This design comes from an exercise in tuning for small area and a short achievable clock period on the open sky130 flow, not from production work.
No run shown here included a check of the RTL's function; only the layout flow was run.
No activity file was given, so power comes from the tool's default toggle rates.

==> flow/design.v (outline; a module is shown in full before it is edited, if it fits) <==
// module conv3x3_pe: 835 lines
// module csa_fa: 10 lines
module conv3x3_pe #(
    parameter int SHIFT = 4,
    parameter int ACC_W = 21
) (
    input  logic         clk,
    input  logic         rst,
    input  logic [7:0]   p00,
    input  logic [7:0]   p01,
    input  logic [7:0]   p02,
    input  logic [7:0]   p10,
    input  logic [7:0]   p11,
    input  logic [7:0]   p12,
    input  logic [7:0]   p20,
    input  logic [7:0]   p21,
    input  logic [7:0]   p22,
    input  logic         window_valid,
    input  logic         w_load,
    input  logic [3:0]   w_idx,
    input  logic [7:0]   w_data,
    output logic [7:0]   out_pixel,
    output logic         out_valid,
    output logic [15:0]  out_count
);
  // ...
==> flow/flow/run.sh <==
#!/bin/bash
# Own flow: the standard layout (standard.sh: the standard synthesis and
# ORFS steps, unchanged), except that the port buffers buffer_ports inserts
# during global placement are plain buf_1 cells instead of the default pick.
set -euo pipefail
export BUFFER_PORTS_ARGS="-buffer_cell sky130_fd_sc_hd__buf_1"
bash standard.sh > standard_flow.log 2>&1
==> flow/standard.sh <==
#!/bin/bash
# synth_recipe.tcl (not shown) runs the flow's synth.tcl, then flattens the netlist and writes it again
# the make line also repeats each setting of config.mk as NAME=value (left out here)
make -C /OpenROAD-flow-scripts/flow DESIGN_CONFIG=/design/flow/config.mk WORK_HOME=/design/flow/orfs CLKGATE_MAP_FILE= SYNTH_SCRIPT=/design/flow/synth_recipe.tcl "${@:-finish}"
==> flow/config.mk <==
export PLATFORM = sky130hd
export DESIGN_NAME = conv3x3_pe
export DESIGN_NICKNAME = conv3x3_pe
export VERILOG_FILES = /design/flow/design.v
export SDC_FILE = /design/flow/constraint.sdc
export NUM_CORES = 4
export LEC_CHECK = 0
export ABC_CLOCK_PERIOD_IN_PS = 2000
export CAP_MARGIN = 20
export CORE_MARGIN = 2
export CORE_UTILIZATION = 40
export SETUP_SLACK_MARGIN = 1.4
export SLEW_MARGIN = 20
export SYNTH_HIERARCHICAL = 1
export SYNTH_MINIMUM_KEEP_SIZE = 0
==> flow/constraint.sdc <==
create_clock -name core_clock -period 5.5 [get_ports {clk}]
set_input_delay 1.1000 -clock core_clock [delete_from_list [all_inputs] [get_ports {clk}]]
set_output_delay 1.1000 -clock core_clock [all_outputs]
set_load 0.01 [all_outputs]
==> parameters.txt, run 1 <==
Parameter                              Value

Run status
  Status    finished clean

Route
  Routed wl met3    4930 um
  WL per Instance    24.8 um

Global routing
  Global routing met2 resource utilization    0.389
  Met1 Track Usage GR    0.330

Final layout
  Post-layout instance count excluding filler cells    2806
  Antenna diode count    2
  Proportion of layout cells with a drive suffix above 1    0.0425
  Combined flip-flop and latch cell area    0.00571 mm2
  Clock buffer and inverter area fraction after layout    0.0529
  Total of fill cells in the finished design    5257

Logic synthesis
  Share of synthesized flip-flops with an asynchronous set or reset    0
  Proportion of synthesized area in mux cells    0.0361
  Post-synthesis cell count    2017
  Cell accounting for the most synthesized area    fa_1
  Top FF cell, synth    dfxtp_1
  Leading post-synthesis cells by cell area    fa_1 50%, dfxtp_1 25%, nand2_1 8.9%, mux2i_1 3.6%, clkbuf_1 2.6%
  Netlist area before placement    0.0227 mm2
  Part of the Yosys area used for sequential elements    0.251

Critical path
  Critical path type    reg -> reg
  Critical path fanouts, max    2
  Capture point of the worst path    ok1_q

STA
  Skew final    31.8 ps
  Final Hold Fails    0

Clock tree
  Post-CTS clock slew at the launch and capture registers of the worst setup and hold paths    60 ps
  Total CTS buffers    38

Place
  Final weighted congestion of routability-driven global placement    0.939

Hold path
  Origin of the worst min-delay path    v1_q
==> run 2: changes to the inputs <==
--- a/flow/design.v
+++ b/flow/design.v
@@ -779,62 +779,46 @@
         r2_q[84] <= t1013;
         r2_q[85] <= t1012;
         r2_q[86] <= t1014;
     end
     assign acc_a = {1'b1, t1120, t1121, t1117, t1113, t1102, t1094, t1082, t1070, t1069, t1044, t1034, t1026, t1020, t1017, r2_q[11], r2_q[6], r2_q[4], r2_q[2], r2_q[0]};
     assign acc_b = {1'b0, t1122, 1'b0, 1'b0, 1'b0, t1107, t1101, t1093, t1081, 1'b0, t1055, t1043, t1033, t1025, t1019, t1015, r2_q[7], r2_q[5], r2_q[3], r2_q[1]};
     logic [19:0] na, nb;
     logic [11:0] lo;
-    logic [8:0]  h0;
-    logic [9:0]  h1;
     logic [6:0]  lo_q;
-    logic        c11_q, ok0_q, ok1_q, sg0_q, sg1_q, b0_q, b1_q;
-    logic        ok, sg, b11;
+    logic        c11_q;
+    logic [8:0]  hx_q, hy_q, ht, hs;
+    logic        zz, mm, ok;
     assign na = ~acc_a;
     assign nb = ~acc_b;
     assign lo = {1'b0, na[10:0]} + {1'b0, nb[10:0]};
-    assign h0 = na[19:11] + nb[19:11];
-    assign h1 = {na[19:11], 1'b1} + {nb[19:11], 1'b1};
-    logic [8:0] hx, hy, ht;
-    logic       z0, z1, m0, m1;
-    assign hx = na[19:11];
-    assign hy = nb[19:11];
-    assign ht = hx ^ hy;
-    assign z0 = &(ht[8:1] ~^ (hx[7:0] | hy[7:0])) && !ht[0];
-    assign z1 = &(ht[8:1] ~^ (hx[7:0] | hy[7:0])) &&  ht[0];
-    assign m0 = &(ht[8:1] ^ (hx[7:0] & hy[7:0])) &&  ht[0];
-    assign m1 = &(ht[8:1] ^ (hx[7:0] & hy[7:0])) && !ht[0];
     always_ff @(posedge clk) begin
         if (rst) begin
             lo_q  <= '0;
             c11_q <= 1'b0;
-            ok0_q <= 1'b1;
-            ok1_q <= 1'b1;
-            sg0_q <= 1'b0;
-            sg1_q <= 1'b0;
-            b0_q  <= 1'b0;
-            b1_q  <= 1'b0;
+            hx_q  <= '0;
+            hy_q  <= '0;
             cnt_q <= '0;
         end else if (v2_q) begin
             lo_q  <= lo[10:4];
             c11_q <= lo[11];
-            ok0_q <= z0 || m0;
-            ok1_q <= z1 || m1;
-            sg0_q <= h0[8];
-            sg1_q <= h1[9];
-            b0_q  <= h0[0];
-            b1_q  <= h1[1];
+            hx_q  <= na[19:11];
+            hy_q  <= nb[19:11];
             cnt_q <= cnt_q + 16'd1;
         end
     end
-    assign ok  = c11_q ? ok1_q : ok0_q;
-    assign sg  = c11_q ? sg1_q : sg0_q;
-    assign b11 = c11_q ? b1_q : b0_q;
-    assign out_pixel = ok ? {b11, lo_q} : (sg ? 8'h80 : 8'h7f);
+    assign ht = hx_q ^ hy_q;
+    assign zz = &(ht ~^ {hx_q[7:0] | hy_q[7:0], c11_q});
+    assign mm = &(ht ^ {hx_q[7:0] & hy_q[7:0], c11_q});
+    assign ok = zz || mm;
+    logic [9:0] hsum;
+    assign hsum = {hx_q, 1'b1} + {hy_q, c11_q};
+    assign hs = hsum[9:1];
+    assign out_pixel = ok ? {hs[0], lo_q} : (hs[8] ? 8'h80 : 8'h7f);
     assign out_valid = v3_q;
     assign out_count = cnt_q;
 endmodule
 module csa_fa (
     input  logic a,
     input  logic b,
     input  logic c,
     output logic s,
==> run 2 against run 1 <==
Core utilization up 0.21 points. Cell count up 0.64%. Largest cell class unchanged. Sequential share of layout area up 0.35 points. Worst setup slack better by 370 ps. Still clean. Critical path depth down 5. Routed wire length up 3.2%. First-iteration DRC count down 5.4%.
==> parameters.txt, run 2 <==
Parameter                              Value

Run status
  Status    finished clean (unchanged)

Floorplanning
  Die Area    0.0595 mm2 (was 0.0588 mm2)
  Width of the die    244 um (was 242 um)
  Initial Utilization    0.406 (was 0.404)
  Core outline area    0.0567 mm2 (was 0.0563 mm2)
  Number of cell rows    87 (unchanged)
  Die Ht    244 um (was 242 um)
  I/O pin count    113 (unchanged)

Logic synthesis
  Top cells by instance count after synthesis    565 x fa_1, 516 x nand2_1, 293 x dfxtp_1 (was 564 x fa_1, 542 x nand2_1, 285 x dfxtp_1)
  Compound-gate portion of the synthesized area    0.0167 (was 0.0143)
  Library cell with the highest instance count after synthesis    fa_1 (unchanged)
  Ys Warns    11 (unchanged)
  Adder-cell area share of the yosys netlist    0.505 (was 0.510)
  Count of flip-flops with a built-in enable after synthesis    0 (unchanged)
  Cell variety after synth    47 (was 53)
  Dominant combinational cell family by area after synthesis    adder cells (unchanged)
  Leading post-synthesis cells by cell area    fa_1 49%, dfxtp_1 25%, nand2_1 8.4%, mux2i_1 3.7%, clkbuf_1 2.6% (was fa_1 50%, dfxtp_1 25%, nand2_1 8.9%, mux2i_1 3.6%, clkbuf_1 2.6%)
  Netlist area before placement    0.0230 mm2 (was 0.0227 mm2)
  Post-synthesis average cell area    11.3 um2 (about the same)
  Flop and latch count out of synthesis    293 (was 285)
  Post-synthesis cell count    2038 (was 2017)
  Top FF cell, synth    dfxtp_1 (unchanged)
  Share of synthesized flip-flops with an asynchronous set or reset    0 (unchanged)
  Fraction of synthesized cell area taken by the top area cell type    0.491 (was 0.496)
  Cell accounting for the most synthesized area    fa_1 (unchanged)
  Simple-Gate Fraction of Synth Area    0.140 (was 0.146)
  Xor/xnor cell area share of the yosys netlist    0.0110 (was 0.00770)
  Proportion of synthesized area in mux cells    0.0365 (was 0.0361)
  Part of the Yosys area used for sequential elements    0.255 (was 0.251)

STA
  RSZ-0062 raised after global routing    false (was true)
  Final Hold Fails    0 (unchanged)
  WHS    459 ps (was 452 ps)
  Final worst setup slack    1650 ps (was 1270 ps)
  Final setup fails    0 (unchanged)
  Relative slew slack    0.389 (was 0.468)
  Period Utilization, post-route    0.701 (was 0.768)
  Final setup TNS    0 ps (unchanged)
  Top achievable clock speed    259 MHz (was 237 MHz)
  Worst Tran Pin Value    914 ps (was 796 ps)
  Skew final    23.3 ps (was 31.8 ps)
  Final period demand of the worst path    3850 ps (was 4230 ps)
  Final slew viol count    0 (unchanged)

Critical path
  Critical path's slowest cell    fa_1 (unchanged)
  Kind of cell with the highest combined delay on the critical path    simple AND/OR/NAND/NOR gates (was adder cells)
  Critical Path RT    4400 ps (was 5970 ps)
  Buffering stage count on the worst path with inverters included    2 (was 1)
  Maximum cell stage delay along the critical path    460 ps (was 500 ps)
  Worst EP arrival    2750 ps (was 4700 ps)
  CP Cell Sequence    ha_1, inv_1, fa_1, nand4b_1, nor3_1, nor2_4, mux2i_1, buf_1 (was fa_2, fa_1, fa_2, fa_2, fa_2, fa_2, fa_1, inv_1, fa_1, nand4_1, nor4_2, mux2i_1, a21oi_1)
  Worst setup EP type    output pin (was flop)
  Critical path fanouts, max    7 (was 2)
  Critical path type    reg -> out (was reg -> reg)
  Kind of start point of the critical path    flop (unchanged)

Final layout
  Flip-flop count of the largest register, all copies and words added    87 (unchanged)
  Final design instance area without fill    0.0252 mm2 (was 0.0249 mm2)
  Antenna diode count    0 (was 2)
  Biggest register    r2_q (unchanged)
  Synthesis-to-layout area growth    9.43% (was 9.48%)
  Core occupancy in the finished layout    0.444 (was 0.442)
  Largest registers    r2_q: 87 flops, k_q: 80 flops, px_q: 72 flops (unchanged)
  Post-layout instance count excluding filler cells    2824 (was 2806)
  Most frequent standard cell in the layout excluding fill and tap cells    fa_1 (unchanged)
  Number of nets in the layout    2719 (was 2695)
  Most used cells in the layout excluding fill and tap cells    565 x fa_1, 516 x nand2_1, 292 x dfxtp_1, 119 x nor2_1, 111 x buf_1 (was 557 x fa_1, 542 x nand2_1, 283 x dfxtp_1, 111 x buf_1, 105 x nor2_1)
  Proportion of layout cells with a drive suffix above 1    0.0411 (was 0.0425)

Clock tree
  Post-CTS clock slew at the launch and capture registers of the worst setup and hold paths    60 ps (about the same)
  Depth of the CTS H-tree    2 (unchanged)
  Total CTS buffers    39 (was 38)
  CTS tree    done (unchanged)
  CTS Hold Buffers Added    0 (unchanged)
  Clk latency of the worst-skew pair    570 ps (about the same)
  Total number of clock tree sinks    293 (was 285)
  Number of buffers added for setup after CTS    0 (was 1)
  Clk buf depth    3 (unchanged)
  Root buffer cell    clkbuf_16 (unchanged)

Route
  Detail Route Antenna Nets    0 (unchanged)
  Number of DRC markers after the initial detailed-route iteration    1319 (was 1394)
  Average vias per placed instance    5.27 (was 5.33)
  DRC violation count after routing    0 (unchanged)
  Count of vias placed by the detailed router    14900 (about the same)
  Router iterations before antenna repair    5 (unchanged)
  WL per Instance    25.4 um (was 24.8 um)
  Total Routed Length    71700 um (was 69500 um)

Global routing
  Initial antenna violation count    0 (unchanged)
  Global-route total usage across every layer    0.247 (was 0.243)
  First-pass GRT wire length    106000 um (was 105000 um)
  Largest net degree at the start of global routing    47 (was 54)
  Remaining global-route overflow    0 (unchanged)
  Via count of the first global-routing pass    16300 (was 16100)

Power and ir drop
  Total design power    6.23 mW (was 7.29 mW)
  Power density over the cells    247 mW/mm2 (was 293 mW/mm2)
  Sequential share of power    0.394 (was 0.328)
  Fraction of power spent switching nets    0.298 (was 0.334)
  Largest voltage drop on the vdd net    204 uV (was 330 uV)
  Switching power total    1.86 mW (was 2.44 mW)
  Cell leakage power    7.41 nW (was 7.28 nW)
  Internal power    4.38 mW (was 4.85 mW)
  Clock network fraction of total power    0.426 (was 0.355)
  Combinational fraction of design power    0.179 (was 0.317)

Place
  Cell Count Post-Placement    2755 (was 2734)
  Count of buffers from port buffering    112 (unchanged)
  Placed wire-length estimate    60000 um (was 58200 um)
  Placed Instance Area    0.0239 mm2 (was 0.0236 mm2)
  Place WS    1690 ps (was 1100 ps)
  Final weighted congestion of routability-driven global placement    0.940 (was 0.939)

Flow run
  Number of maximum-capacitance violations    0 (unchanged)

Hold path
  Class of the worst hold path    reg -> reg (unchanged)
-- run 2: final cells by class --
class,instances,area (um2)
fillers,5269,31500
flip-flops and latches,293,5870
well taps,756,946
clock inverters,22,284
repair buffers,118,469
inverters,51,191
clock buffers,47,1050
multi-input cells,1537,16400
-- run 2: power groups by stage --
stage | clock network, mW | registers [mW] | logic [mW]
2_1_floorplan | 0 | 2.36 | 0.851
3_3_place_gp | 0 | 2.50 | 1.13
3_5_place_dp | 0 | 2.50 | 1.15
4_1_cts | 2.72 | 2.45 | 1.15
5_1_grt | 2.82 | 2.47 | 1.28
6_report | 2.66 | 2.46 | 1.12
-- run 2: final timing paths --
kind,slack (ps),endpoint,cells after the start,start
max,1650,out_pixel[6],8,hx_q[0]
min,460,v2_q,1,v1_q
max reg2reg,1680,r2_q[74],7,px_q[0][4]
min reg2reg,460,v2_q,1,v1_q
-- run 2: logic make-up (layout without fill, tap and decap cells) --
family | Yosys count | after routing
xor+xnor | 29 | 29
buf+inv | 218 | 238
fa+ha+maj | 591 | 591
other cells | 1 | 11
flops | 293 | 293
compound gates | 53 | 53
mux | 84 | 84
simple gates | 769 | 769
-- run 2: worst reg2reg max path, delay by kind of cell, from the launching register on --
kind | cells | cell delay [ps]
adders and majority gates | 6 | 2900
DFF | 1 | 630
and+or+nand+nor | 1 | 160
-- run 2: repair_timing --
action	4_1_cts	5_1_grt
resized for setup	2	3
setup endpoints to repair	7	8
gates cloned	0	0
-- run 2: metal layers --
layer | vias up | wire [um] | GRT usage
met5 | - | 0 | 0
met1 | 7891 | 28400 | 0.324
li1 | 6194 | - | -
met4 | 0 | 3990 | 0.123
met2 | 650 | 34100 | 0.391
met3 | 152 | 5250 | 0.0495
-- run 2: per-module statistics from Yosys (local to each module, per instance) --
module | cells inside | cell area (um2) | flip-flops and latches | times used
csa_fa | 1 | 20.0 | 0 | 561
conv3x3_pe | 1477 | 11800 | 293 | 1
==> run 3: changes to the inputs <==
--- a/flow/config.mk
+++ b/flow/config.mk
@@ -10,5 +10,5 @@
 export CORE_MARGIN = 2
 export CORE_UTILIZATION = 40
-export SETUP_SLACK_MARGIN = 1.4
+export SETUP_SLACK_MARGIN = 1.8
 export SLEW_MARGIN = 20
 export SYNTH_HIERARCHICAL = 1
==> run 3 against run 2 <==
Cell count increased by 0.18%. Non-clock buffer count is 5 higher. Core utilization up 0.50 points. Design area increased by 1.1%. Die area is the same. Via count is 0.30% higher. Sequential share of layout area rose by 0.31 points. Power up 0.52%. Synthesized cell count is the same. Clock power is essentially flat. Critical path depth up 1. Clock skew about the same. Largest cell class unchanged.
==> parameters.txt, run 3 <==
Parameter                              Value

Critical path
  Worst reg2reg endpoint    r2_q[37] (was r2_q[74])
  R2r setup slk    1850 ps (was 1680 ps)
  Critical path fanouts, max    7 (unchanged)
  Critical Path RT    4400 ps (about the same)
  R2r startpoint    px_q[2][1] (was px_q[0][4])
  Worst Reg2Reg Path Length in Cells    7 (unchanged)
  First element of the critical path    hx_q[0] (unchanged)
  Worst EP arrival    2570 ps (was 2750 ps)
  Critical path type    reg -> out (unchanged)
  Capture point of the worst path    out_pixel[3] (was out_pixel[6])
  Kind of start point of the critical path    flop (unchanged)
  Worst setup EP type    output pin (unchanged)

Clock tree
  Clk buf depth    3 (unchanged)
  CTS tree    done (unchanged)
  Total CTS buffers    39 (unchanged)
  Depth of the CTS H-tree    2 (unchanged)
  Total number of clock tree sinks    293 (unchanged)
  Post-CTS clock slew at the launch and capture registers of the worst setup and hold paths    60 ps (about the same)
  Clk latency of the worst-skew pair    570 ps (about the same)
  Root buffer cell    clkbuf_16 (unchanged)

STA
  Worst Tran Pin Value    915 ps (was 914 ps)
  Final slew viol count    0 (unchanged)
  Final Hold Fails    0 (unchanged)
  Final period demand of the worst path    3670 ps (was 3850 ps)
  Relative slew slack    0.389 (about the same)
  Top achievable clock speed    273 MHz (was 259 MHz)
  Final setup TNS    0 ps (unchanged)
  Final setup fails    0 (unchanged)
  Skew final    23.3 ps (about the same)
  RSZ-0062 raised after global routing    true (was false)
  Period Utilization, post-route    0.667 (was 0.701)
  Final worst setup slack    1830 ps (was 1650 ps)

Logic synthesis
  Fraction of synthesized cell area taken by the top area cell type    0.491 (unchanged)
  Netlist area before placement    0.0230 mm2 (unchanged)
  Cell variety after synth    47 (unchanged)
  Library cell with the highest instance count after synthesis    fa_1 (unchanged)
  Count of flip-flops with a built-in enable after synthesis    0 (unchanged)
  Ys Warns    11 (unchanged)
  Cell accounting for the most synthesized area    fa_1 (unchanged)
  Flop and latch count out of synthesis    293 (unchanged)
  Part of the Yosys area used for sequential elements    0.255 (unchanged)
  Leading post-synthesis cells by cell area    fa_1 49%, dfxtp_1 25%, nand2_1 8.4%, mux2i_1 3.7%, clkbuf_1 2.6% (unchanged)
  Share of synthesized flip-flops with an asynchronous set or reset    0 (unchanged)
  Top FF cell, synth    dfxtp_1 (unchanged)
  Post-synthesis average cell area    11.3 um2 (unchanged)
  Top cells by instance count after synthesis    565 x fa_1, 516 x nand2_1, 293 x dfxtp_1 (unchanged)
  Post-synthesis cell count    2038 (unchanged)

Power and ir drop
  Power density over the cells    246 mW/mm2 (was 247 mW/mm2)
  Largest voltage drop on the vdd net    205 uV (was 204 uV)
  Cell leakage power    7.50 nW (was 7.41 nW)

Place
  Final weighted congestion of routability-driven global placement    0.940 (unchanged)
  Placed wire-length estimate    60000 um (unchanged)
  Place WS    1690 ps (unchanged)
  Count of buffers from port buffering    112 (unchanged)

Route
  Count of vias placed by the detailed router    14900 (about the same)
  Average vias per placed instance    5.28 (was 5.27)
  Total Routed Length    71900 um (was 71700 um)
  Routed wl met3    5180 um (was 5250 um)
  Router iterations before antenna repair    5 (unchanged)
  WL met2    34200 um (was 34100 um)
  Detail Route Antenna Nets    0 (unchanged)
  Top layer used by detailed routing    met4 (unchanged)
  Number of DRC markers after the initial detailed-route iteration    1194 (was 1319)
  Total routed wire length on the met1 layer    28600 um (was 28400 um)
  WL per Instance    25.4 um (about the same)
  DRC violation count after routing    0 (unchanged)

Run status
  Status    finished clean (unchanged)

Global routing
  Largest net degree at the start of global routing    47 (unchanged)
  First-pass GRT wire length    106000 um (about the same)
  Via count of the first global-routing pass    16300 (about the same)
  Global-route total usage across every layer    0.247 (about the same)
  Initial antenna violation count    0 (unchanged)
  Remaining global-route overflow    0 (unchanged)

Floorplanning
  Number of cell rows    87 (unchanged)
  Width of the die    244 um (unchanged)
  Core outline area    0.0567 mm2 (unchanged)
  Die Area    0.0595 mm2 (unchanged)
  I/O pin count    113 (unchanged)
  Initial Utilization    0.406 (unchanged)
  Die Ht    244 um (unchanged)

Flow run
  Number of maximum-capacitance violations    0 (unchanged)

Final layout
  Synthesis-to-layout area growth    10.7% (was 9.43%)
  Most used cells in the layout excluding fill and tap cells    564 x fa_1, 516 x nand2_1, 192 x dfxtp_1, 119 x nor2_1, 104 x buf_1 (was 565 x fa_1, 516 x nand2_1, 292 x dfxtp_1, 119 x nor2_1, 111 x buf_1)
  Biggest register    r2_q (unchanged)
  Largest registers    r2_q: 87 flops, k_q: 80 flops, px_q: 72 flops (unchanged)
  Flip-flop count of the largest register, all copies and words added    87 (unchanged)
  Number of nets in the layout    2724 (was 2719)
  Proportion of layout cells with a drive suffix above 1    0.0984 (was 0.0411)
  Most frequent standard cell in the layout excluding fill and tap cells    fa_1 (unchanged)
  Antenna diode count    0 (unchanged)

Hold path
  Class of the worst hold path    reg -> reg (unchanged)
run 3: cell counts after synthesis:
No cell type changed its count.
run 3: through the flow:
| stage | instances | utilization | hold slack (ps) | power [mW] | instance area (um2) |
|---|---|---|---|---|---|
| floorplan | 2048 | - | 414 | 3.21 | 23100 |
| finish | 2829 | 0.449 | 457 | 6.26 | 25500 |
| global placement | 2755 | 0.421 | 424 | 3.63 | 23900 |
| CTS | 2828 | 0.447 | 456 | 6.36 | 25300 |
| global route | 2829 | 0.449 | 477 | 6.60 | 25500 |
| detailed placement | 2755 | 0.421 | 450 | 3.65 | 23900 |
run 3: power by group:
part           leakage, nW  internal [mW]  switching (mW)
registers             2.44           2.26           0.199
clock network        0.633           1.61            1.05
logic                 4.43          0.529           0.617
total                 7.50           4.40            1.87
run 3: critical path, stage by stage, from the launching register on:
cell and delay (ps):
dfxtp_2 340, ha_1 190, inv_1 60, fa_1 430, nand4b_1 250, nor3_4 210, nor2_4 50, buf_12 150
mux2i_1 160, buf_2 150
run 3: worst min path at each step:
stage / start / end / slack (ps) / cells after the start
6_report: v1_q / v2_q / 460 / 1
5_1_grt: v1_q / v2_q / 480 / 1
3_3_place_gp: v1_q / v2_q / 420 / 1
4_1_cts: v1_q / v2_q / 460 / 1
3_5_place_dp: v1_q / v2_q / 450 / 1
2_1_floorplan: v1_q / v2_q / 410 / 1
run 3: modules after synthesis, one instance, submodules excluded:
module,cells,area (um2),flip-flops and latches
conv3x3_pe,1477,11800,293
csa_fa,1,20.0,0
run 3: layout make-up:
cell class | count | area, um2
well taps | 756 | 946
clock buffers | 47 | 1050
inverters | 51 | 195
clock inverters | 22 | 284
flip-flops and latches | 293 | 6010
repair buffers | 123 | 528
fillers | 5236 | 31200
multi-input cells | 1537 | 16500
run 3: cell families after synthesis:
family | after synthesis | share of synthesized area
buffers and inverters | 218 | 0.0357
muxes | 84 | 0.0365
DFF | 293 | 0.255
adders and majority gates | 591 | 0.505
AOI/OAI and AO/OA | 53 | 0.0167
xor gates and xnor gates | 29 | 0.0110
other | 1 | 0.000163
and+or+nand+nor | 769 | 0.140
run 3: repair_timing:
item                                    4_1_cts  5_1_grt
gates cloned                                  0        0
hold buffers                                  0        0
gates resized for setup                      48       83
buffers inserted                              4        1
pin swaps                                     4        2
endpoints found under the setup margin       15       17
run 3: routing by layer:
metal	track usage	vias to the layer above
met5	0	-
met4	0.123	0
met3	0.0495	150
met2	0.393	661
met1	0.324	7921
li1	-	6200
==> run 4: changes to the inputs <==
--- a/flow/config.mk
+++ b/flow/config.mk
@@ -10,5 +10,5 @@
 export CORE_MARGIN = 2
 export CORE_UTILIZATION = 40
-export SETUP_SLACK_MARGIN = 1.8
+export SETUP_SLACK_MARGIN = 2.1
 export SLEW_MARGIN = 20
 export SYNTH_HIERARCHICAL = 1
==> run 4 against run 3 <==
Still clean on timing, DRC and antenna. Clock skew fell by 3.6 ps. Die area did not move. First-iteration DRC count rose by 20%. Register-to-register slack improved by 290 ps. Highest routed layer unchanged.
==> parameters.txt, run 4 <==
Parameter                              Value

Run status
  Status    finished clean (unchanged)

Place
  Final weighted congestion of routability-driven global placement    0.954 (was 0.940)
  Cell Count Post-Placement    2753 (was 2755)
  Placed wire-length estimate    59900 um (was 60000 um)
  Count of buffers from port buffering    112 (unchanged)

STA
  Final setup TNS    0 ps (unchanged)
  RSZ-0062 raised after global routing    true (unchanged)
  Top achievable clock speed    277 MHz (was 273 MHz)
  Skew final    19.7 ps (was 23.3 ps)
  Final slew viol count    0 (unchanged)
  Final Hold Fails    0 (unchanged)
  Period Utilization, post-route    0.657 (was 0.667)
  Worst Tran Pin Value    978 ps (was 915 ps)
  Final period demand of the worst path    3610 ps (was 3670 ps)
  Relative slew slack    0.347 (was 0.389)
  Final setup fails    0 (unchanged)
  WHS    443 ps (was 457 ps)

Critical path
  Worst Reg2Reg Path Length in Cells    7 (unchanged)
  First element of the critical path    hx_q[0] (unchanged)
  Worst setup EP type    output pin (unchanged)
  Critical path fanouts, max    7 (unchanged)
  Critical path type    reg -> out (unchanged)
  Kind of start point of the critical path    flop (unchanged)
  R2r setup slk    2140 ps (was 1850 ps)
  Worst EP arrival    2510 ps (was 2570 ps)
  R2r startpoint    k_q[1][4] (was px_q[2][1])
  Critical Path RT    4400 ps (about the same)

Global routing
  Global-route total usage across every layer    0.245 (was 0.247)
  Largest net degree at the start of global routing    60 (was 47)
  Initial antenna violation count    1 (was 0)
  Via count of the first global-routing pass    16200 (was 16300)
  Remaining global-route overflow    0 (unchanged)
  First-pass GRT wire length    105000 um (was 106000 um)

Clock tree
  Post-CTS clock slew at the launch and capture registers of the worst setup and hold paths    60 ps (about the same)
  Total number of clock tree sinks    293 (unchanged)
  CTS Hold Buffers Added    0 (unchanged)
  Total CTS buffers    37 (was 39)
  Depth of the CTS H-tree    2 (unchanged)
  Clk buf depth    3 (unchanged)
  Root buffer cell    clkbuf_16 (unchanged)
  Clk latency of the worst-skew pair    560 ps (was 570 ps)
  CTS tree    done (unchanged)

Final layout
  Post-layout instance count excluding filler cells    2845 (was 2829)
  Biggest register    r2_q (unchanged)
  Largest registers    r2_q: 87 flops, k_q: 80 flops, px_q: 72 flops (unchanged)
  Antenna diode count    0 (unchanged)
  Core occupancy in the finished layout    0.462 (was 0.449)
  Number of nets in the layout    2741 (was 2724)
  Most used cells in the layout excluding fill and tap cells    513 x nand2_1, 483 x fa_1, 147 x dfxtp_1, 119 x nor2_1, 113 x dfxtp_4 (was 564 x fa_1, 516 x nand2_1, 192 x dfxtp_1, 119 x nor2_1, 104 x buf_1)
  Synthesis-to-layout area growth    13.8% (was 10.7%)
  Flip-flop count of the largest register, all copies and words added    87 (unchanged)
  Proportion of layout cells with a drive suffix above 1    0.171 (was 0.0984)
  Total of fill cells in the finished design    5182 (was 5236)
  Most frequent standard cell in the layout excluding fill and tap cells    nand2_1 (was fa_1)

Logic synthesis
  Cell accounting for the most synthesized area    fa_1 (unchanged)
  Netlist area before placement    0.0230 mm2 (unchanged)
  Share of synthesized flip-flops with an asynchronous set or reset    0 (unchanged)
  Top cells by instance count after synthesis    565 x fa_1, 516 x nand2_1, 293 x dfxtp_1 (unchanged)
  Top FF cell, synth    dfxtp_1 (unchanged)
  Post-synthesis average cell area    11.3 um2 (unchanged)
  Library cell with the highest instance count after synthesis    fa_1 (unchanged)
  Cell variety after synth    47 (unchanged)
  Flop and latch count out of synthesis    293 (unchanged)
  Part of the Yosys area used for sequential elements    0.255 (unchanged)
  Ys Warns    11 (unchanged)
  Fraction of synthesized cell area taken by the top area cell type    0.491 (unchanged)
  Count of flip-flops with a built-in enable after synthesis    0 (unchanged)
  Post-synthesis cell count    2038 (unchanged)
  Leading post-synthesis cells by cell area    fa_1 49%, dfxtp_1 25%, nand2_1 8.4%, mux2i_1 3.7%, clkbuf_1 2.6% (unchanged)

Hold path
  Origin of the worst min-delay path    v1_q (unchanged)
  Hold Path Stages    1 (unchanged)
  Class of the worst hold path    reg -> reg (unchanged)

Power and ir drop
  Largest voltage drop on the vdd net    221 uV (was 205 uV)
  Cell leakage power    7.68 nW (was 7.50 nW)
  Total design power    6.14 mW (was 6.26 mW)
  Power density over the cells    234 mW/mm2 (was 246 mW/mm2)

Route
  Number of DRC markers after the initial detailed-route iteration    1427 (was 1194)
  Total Routed Length    72100 um (was 71900 um)
  WL per Instance    25.3 um (was 25.4 um)
  Average vias per placed instance    5.29 (was 5.28)
  Router iterations before antenna repair    5 (unchanged)
  DRC violation count after routing    0 (unchanged)
  Count of vias placed by the detailed router    15000 (was 14900)
  Detail Route Antenna Nets    0 (unchanged)

Floorplanning
  Die Ht    244 um (unchanged)
  Die Area    0.0595 mm2 (unchanged)
  Core outline area    0.0567 mm2 (unchanged)
  I/O pin count    113 (unchanged)
  Width of the die    244 um (unchanged)
  Initial Utilization    0.406 (unchanged)
  Number of cell rows    87 (unchanged)

Flow run
  Number of maximum-capacitance violations    0 (unchanged)
-- run 4: changes by cell type in the layout (fill, tap and decap cells not counted), moves of 6 or more --
cell     change
fa_1        -81
buf_4       +11
buf_12       +6
dfxtp_2     -60
dfxtp_4    +105
dfxtp_1     -45
fa_2        +81
-- run 4: metal layers --
layer	track usage	vias up	routed length (um)
met2	0.396	709	34700
met1	0.326	7913	28500
met4	0.123	0	4040
li1	-	6251	-
met3	0.0316	170	4820
met5	0	-	0
-- run 4: final timing paths --
| check | end |
|---|---|
| max reg2reg | r2_q[22] |
| min reg2reg | v2_q |
| max | out_pixel[6] |
| min | v2_q |
-- run 4: kinds of logic (layout without fill, tap and decap cells) --
group,after synthesis,in the layout,synth area share
flip-flops,293,293,0.255
multiplexers,84,84,0.0365
other,1,11,0.000163
XOR/XNOR,29,29,0.0110
AO/OA/AOI/OAI,53,53,0.0167
AND/OR/NAND/NOR,769,769,0.140
buffers and inverters,218,259,0.0357
adder cells (fa/ha/maj),591,591,0.505
-- run 4: modules after synthesis, one instance, submodules excluded --
module | cells inside | area [um2]
conv3x3_pe | 1477 | 11800
csa_fa | 1 | 20.0
-- run 4: per-stage QoR --
step,setup slack [ps],cell area [um2]
6_report,1890,26200
5_1_grt,1790,26200
4_1_cts,1810,25700
3_5_place_dp,1770,23800
3_3_place_gp,1770,23800
2_1_floorplan,2110,23100
-- run 4: area by class of cell --
cell class | instances | area [um2] | area share
Clock buffer | 42 | 975 | 0.0372
Clock inverter | 24 | 302 | 0.0115
Inverter | 51 | 195 | 0.00744
Multi-Input combinational cell | 1537 | 16700 | 0.637
Sequential cell | 293 | 6330 | 0.241
Tap cell | 756 | 946 | 0.0361
Timing Repair Buffer | 142 | 757 | 0.0289
-- run 4: timing repair --
action                     CTS  global route
setup endpoints to repair   64            24
buffers inserted             7            19
resized for setup          254           126
pin swaps                   10            19
-- run 4: where the power goes --
part | internal (mW) | switching, mW
clock | 1.53 | 1.02
sequential | 2.22 | 0.200
combinational | 0.544 | 0.615
-- run 4: critical path, cell delays in order (launching register included) --
cell and delay [ps]:
dfxtp_4 370, ha_4 130, inv_2 30, fa_1 490
nand4b_1 160, nor3_4 70, nor2_4 310, mux2i_1 240
buf_2 150

[re-timing with driven ports]
How much do the figures lean on ideal ports? The routed layouts below were timed once more, with nothing changed but the port constraints.
Step 1, drivers: a clkbuf_16 drives clk and a buf_2 each remaining input, both assumed.
Step 2 adds t to the input delays and takes it off the output delays; t is the mean of the earliest and latest rising clock arrival at the registers after step 1. Input paths then give back, and output paths get back, about the clock's delay inside the block.
Slacks: ideal / step 1 / step 2; pairs: ideal / step 1.
| run | t, ns | setup slack, ns | worst setup path after step 2 | clock arrival spread, ns | worst register clock-pin slew, ns |
|---|---|---|---|---|---|
| run 1 | 0.610 | 1.275 / 1.275 / 1.275 | register to register | 0.032 / 0.032 | 0.06 / 0.06 |
| run 2 | 0.611 | 1.646 / 1.591 / 1.682 | register to register | 0.023 / 0.023 | 0.07 / 0.07 |
| run 3 | 0.613 | 1.833 / 1.778 / 1.846 | register to register | 0.024 / 0.023 | 0.07 / 0.07 |
| run 4 | 0.607 | 1.888 / 1.835 / 2.139 | register to register | 0.020 / 0.020 | 0.07 / 0.07 |
After both steps every run listed still meets setup and hold.
